From an optimization exercise on the open Yosys and OpenROAD flow, aimed at small area, a short achievable clock period and few clock cycles; shortcuts taken in it are not production practice. In this exercise RTL edits were held to simulation tests only and were not proved equivalent to the original.

==> flow/design.v (excerpt) <==
module least_squares_parabola_fit_unit (
  input  logic                              clk,
  input  logic                              rst_n,
  input  logic                              in_valid,
  output logic                              in_ready,
  input  logic signed [lsq_pkg::XW-1:0]     in_point_x,
  input  logic signed [lsq_pkg::XW-1:0]     in_point_y,
  input  logic                              in_last_point,
  output logic                              out_valid,
  input  logic                              out_ready,
  output logic signed [lsq_pkg::CoefW-1:0]  out_coef_a,
  output logic signed [lsq_pkg::CoefW-1:0]  out_coef_b,
  output logic signed [lsq_pkg::CoefW-1:0]  out_coef_c,
  output logic                              out_singular
);
Settings: LEC_CHECK=0, CAP_MARGIN=20, CORE_MARGIN=2, CORE_UTILIZATION=45, SETUP_SLACK_MARGIN=5, SLEW_MARGIN=20; clock period 10.0 ns.
run.sh (not shown) runs the stock make flow with config.mk's settings and CLKGATE_MAP_FILE= SYNTH_SCRIPT=/design/flow/synth_recipe.tcl, a recipe that flattens the netlist after the stock synthesis.
The baseline finished with timing, DRC and antenna clean.
Testbench counts at the start, summed over its fixed seeds: cycles 6,897.
Rerun with:
==> flow/flow/run.sh (new file) <==
#!/bin/bash
set -euo pipefail
bash standard.sh SETUP_SLACK_MARGIN=5.5 finish > layout.log 2>&1
==> flow/standard.sh (new file) <==
#!/bin/bash
# synth_recipe.tcl (not shown) runs the flow's synth.tcl, then flattens the netlist and writes it again
# the make line also repeats each setting of config.mk as NAME=value (left out here)
make -C /OpenROAD-flow-scripts/flow DESIGN_CONFIG=/design/flow/config.mk WORK_HOME=/design/flow/orfs CLKGATE_MAP_FILE= SYNTH_SCRIPT=/design/flow/synth_recipe.tcl "${@:-finish}"
Settings changed: CTS_BUF_LIST set to sky130_fd_sc_hd__clkbuf_16, CTS_CLUSTER_DIAMETER set to 110, CTS_CLUSTER_SIZE set to 26, SETUP_SLACK_MARGIN 5 to not set.
removed: flow/run.sh
Outcome: The changed run finished clean. Design area drops slightly. Synthesized area stays the same. Cell count drops slightly. Wire length climbs by a few percent. Non-clock buffer count climbs by 151. Flip-flop and latch count stays the same.
Rerun with:
Settings changed: CORE_UTILIZATION 45 to 55, CTS_BUF_LIST sky130_fd_sc_hd__clkbuf_16 to sky130_fd_sc_hd__clkbuf_8, CTS_CLUSTER_DIAMETER 110 to not set, CTS_CLUSTER_SIZE 26 to 20.
Result: Maximum frequency decreases by a few percent. Synthesized cell count stays the same. Cell area grows slightly.


Starting RTL as in the previous note.
export LEC_CHECK = 0
export CAP_MARGIN = 20
export CORE_MARGIN = 2
export CORE_UTILIZATION = 45
export CTS_BUF_LIST = sky130_fd_sc_hd__clkbuf_16
export CTS_CLUSTER_DIAMETER = 90
export CTS_CLUSTER_SIZE = 24
export SLEW_MARGIN = 20
create_clock -name core_clock -period 10.0 [get_ports {clk}]
standard.sh (not shown) runs the stock make flow with config.mk's settings and CLKGATE_MAP_FILE= SYNTH_SCRIPT=/design/flow/synth_recipe.tcl, a recipe that flattens the netlist after the stock synthesis.
==> flow/flow/run.sh <==
#!/bin/bash
set -euo pipefail
bash standard.sh SETUP_SLACK_MARGIN=5.5 finish > layout.log 2>&1
Testbench counts at the start, summed over its fixed seeds: cycles 6,897.
Edit:
==> flow/run.sh (new file) <==
#!/bin/bash
# synth_recipe.tcl (not shown) runs the flow's synth.tcl, then flattens the netlist and writes it again
# the make line also repeats each setting of config.mk as NAME=value (left out here)
make -C /OpenROAD-flow-scripts/flow DESIGN_CONFIG=/design/flow/config.mk WORK_HOME=/design/flow/orfs CLKGATE_MAP_FILE= SYNTH_SCRIPT=/design/flow/synth_recipe.tcl finish
Settings changed: CORE_UTILIZATION 45 to 60, CTS_BUF_LIST sky130_fd_sc_hd__clkbuf_16 to not set, CTS_CLUSTER_DIAMETER 90 to not set, CTS_CLUSTER_SIZE 24 to not set, SETUP_SLACK_MARGIN set to 5.
removed: flow/flow/run.sh
removed: flow/standard.sh
Final area decreases slightly.
Clock skew goes down by 21 ps.
Cell count came out lower by a few percent.
Register-to-register slack is worse by 380 ps.
Count of clock-buffer cells in the layout went up by 244.
Utilization came out higher by 16 points.
Sequential cell count is unchanged.
Worst hold slack gets better by 17 ps.
Global-route usage climbs by 11 points.


## build 63
least_squares_parabola_fit_unit again, from the RTL that the note above started with.
clock: 10.0 ns
lec_check: 0
cap_margin: 20
core_margin: 2
core_utilization: 45
cts_buf_list: sky130_fd_sc_hd__clkbuf_8
cts_cluster_size: 20
setup_slack_margin: 5
slew_margin: 20
run.sh (not shown) runs the stock make flow with config.mk's settings and CLKGATE_MAP_FILE= SYNTH_SCRIPT=/design/flow/synth_recipe.tcl, a recipe that flattens the netlist after the stock synthesis.
Stock flow here: none of the scripts above is used.
Testbench counts of build 63, summed over its fixed seeds: cycles 6,897.
Here is what was changed in the inputs of build 1 compared with build 63.
Settings: SETUP_SLACK_MARGIN: 5 -> unset; CTS_BUF_LIST: sky130_fd_sc_hd__clkbuf_8 -> sky130_fd_sc_hd__clkbuf_4 sky130_fd_sc_hd__clkbuf_8.
==> flow/flow/run.sh (new file) <==
#!/bin/bash
set -euo pipefail
bash standard.sh SETUP_SLACK_MARGIN=5.5 finish > layout.log 2>&1
==> flow/standard.sh (new file) <==
#!/bin/bash
# synth_recipe.tcl (not shown) runs the flow's synth.tcl, then flattens the netlist and writes it again
# the make line also repeats each setting of config.mk as NAME=value (left out here)
make -C /OpenROAD-flow-scripts/flow DESIGN_CONFIG=/design/flow/config.mk WORK_HOME=/design/flow/orfs CLKGATE_MAP_FILE= SYNTH_SCRIPT=/design/flow/synth_recipe.tcl "${@:-finish}"
removed: flow/run.sh
[summary]
The higher buffer count from post-CTS setup fixing of build 63 and build 1 is in build 1.
Of the two values seen for capture point of the worst path, acc_c[64]$_DFF_P_ was produced by build 63 and acc_c[87]$_DFF_P_ by build 1.
Area after synthesis came out exactly the same in build 63 and build 1.
Compared to build 63, build 1 leaves less free space in the core.
The final reports for build 1 and build 63 show portion of the clock cycle consumed by the worst path in the final layout lower in the former.
> inputs changed (build 1 -> build 34)
Settings: SETUP_SLACK_MARGIN now 5, previously not set; CORE_UTILIZATION now 70, was 45; CTS_CLUSTER_SIZE no longer set, was 20; CTS_BUF_LIST no longer set, was sky130_fd_sc_hd__clkbuf_4 sky130_fd_sc_hd__clkbuf_8.
==> flow/run.sh (new file) <==
#!/bin/bash
# synth_recipe.tcl (not shown) runs the flow's synth.tcl, then flattens the netlist and writes it again
# the make line also repeats each setting of config.mk as NAME=value (left out here)
make -C /OpenROAD-flow-scripts/flow DESIGN_CONFIG=/design/flow/config.mk WORK_HOME=/design/flow/orfs CLKGATE_MAP_FILE= SYNTH_SCRIPT=/design/flow/synth_recipe.tcl finish
removed: flow/flow/run.sh
removed: flow/standard.sh
==> comparison <==
- Both conditions hold for build 1: the flow ran to the end and the final layout passed the timing, design-rule and antenna checks.
- Build 34: done, clean on timing, DRC and antenna
- A endpoint of the worst setup timing path of acc_c[87]$_DFF_P_ is what build 1 shows, while u_div1.r[83]$_DFF_P_ belongs to build 34.
- For build 1, the cell with the largest stage delay on the worst path was fa_1, unlike build 34, where it was edfxtp_1.
- Lower sequential share of layout area among build 34 and build 1: build 1
- Against build 1, build 34 reports a wire length of the first global-routing pass that is lower.
- Changes observed in build 34 relative to build 1: achievable frequency shrank by about 10%, post-route antenna net violation count stayed essentially flat.
> inputs changed (build 34 -> build 73)
Settings: clearing SETUP_SLACK_MARGIN, which used to be 5; swapping 70 for 45 in CORE_UTILIZATION; putting CTS_CLUSTER_SIZE at 20 where nothing was set; putting CTS_BUF_LIST at sky130_fd_sc_hd__clkbuf_8 where nothing was set.
==> flow/flow/run.sh (new file) <==
#!/bin/bash
set -euo pipefail
bash standard.sh SETUP_SLACK_MARGIN=5.6 finish > layout.log 2>&1
==> flow/standard.sh (new file) <==
#!/bin/bash
# synth_recipe.tcl (not shown) runs the flow's synth.tcl, then flattens the netlist and writes it again
# the make line also repeats each setting of config.mk as NAME=value (left out here)
make -C /OpenROAD-flow-scripts/flow DESIGN_CONFIG=/design/flow/config.mk WORK_HOME=/design/flow/orfs CLKGATE_MAP_FILE= SYNTH_SCRIPT=/design/flow/synth_recipe.tcl "${@:-finish}"
removed: flow/run.sh
Higher count of buffers not belonging to the clock network in the layout was reported by build 73, not build 34. Changes observed in build 73 relative to build 34: via count fell 523. Build 73 ends up with a delay of the slowest cell on the worst path that is 260 ps lower than in build 34. Fmax of build 73 exceeds that of build 34 by more than 10%. In the flow results for build 73 and build 34, the final worst slack is larger on build 73.

==> static timing again, ports no longer ideal <==
Ports are ideal in the flow. The routed layouts listed here were re-timed in OpenROAD. Step 1, drivers: a clkbuf_16 drives clk and a buf_2 each remaining input, both assumed. Step 2 moves the port delays by t, midway between the first and last clock arrival at a register: inputs arrive t later, outputs are due t later. That takes back most of the time a late clock gives input paths. a / b / c = ideal ports / drivers / drivers and shift; a / b = the first two.
run	shift t [ns]	setup slack, ns	worst setup path at the end	cell pins on the clock port's net
the first run of note 1	1.044	5.010 / 5.010 / 5.010	register to register	1
the second run of note 1	1.046	5.508 / 5.508 / 5.476	input to register	1
the third run of note 1	1.307	5.411 / 5.411 / 5.411	register to register	1
the first run of note 2	1.042	5.420 / 5.420 / 5.420	register to register	1
the second run of note 2	1.060	5.039 / 5.039 / 5.039	register to register	1
build 63	1.246	5.076 / 5.076 / 5.076	register to register	1
build 1	1.265	5.441 / 5.441 / 5.441	register to register	1
build 34	1.055	4.950 / 4.950 / 4.950	register to register	1
build 73	1.264	5.439 / 5.439 / 5.042	input to register	1
After both steps every run listed still meets setup and hold. The setup slack of build 73, which loses most, moves by 0.000 ns with the drivers and by -0.397 ns with both steps.
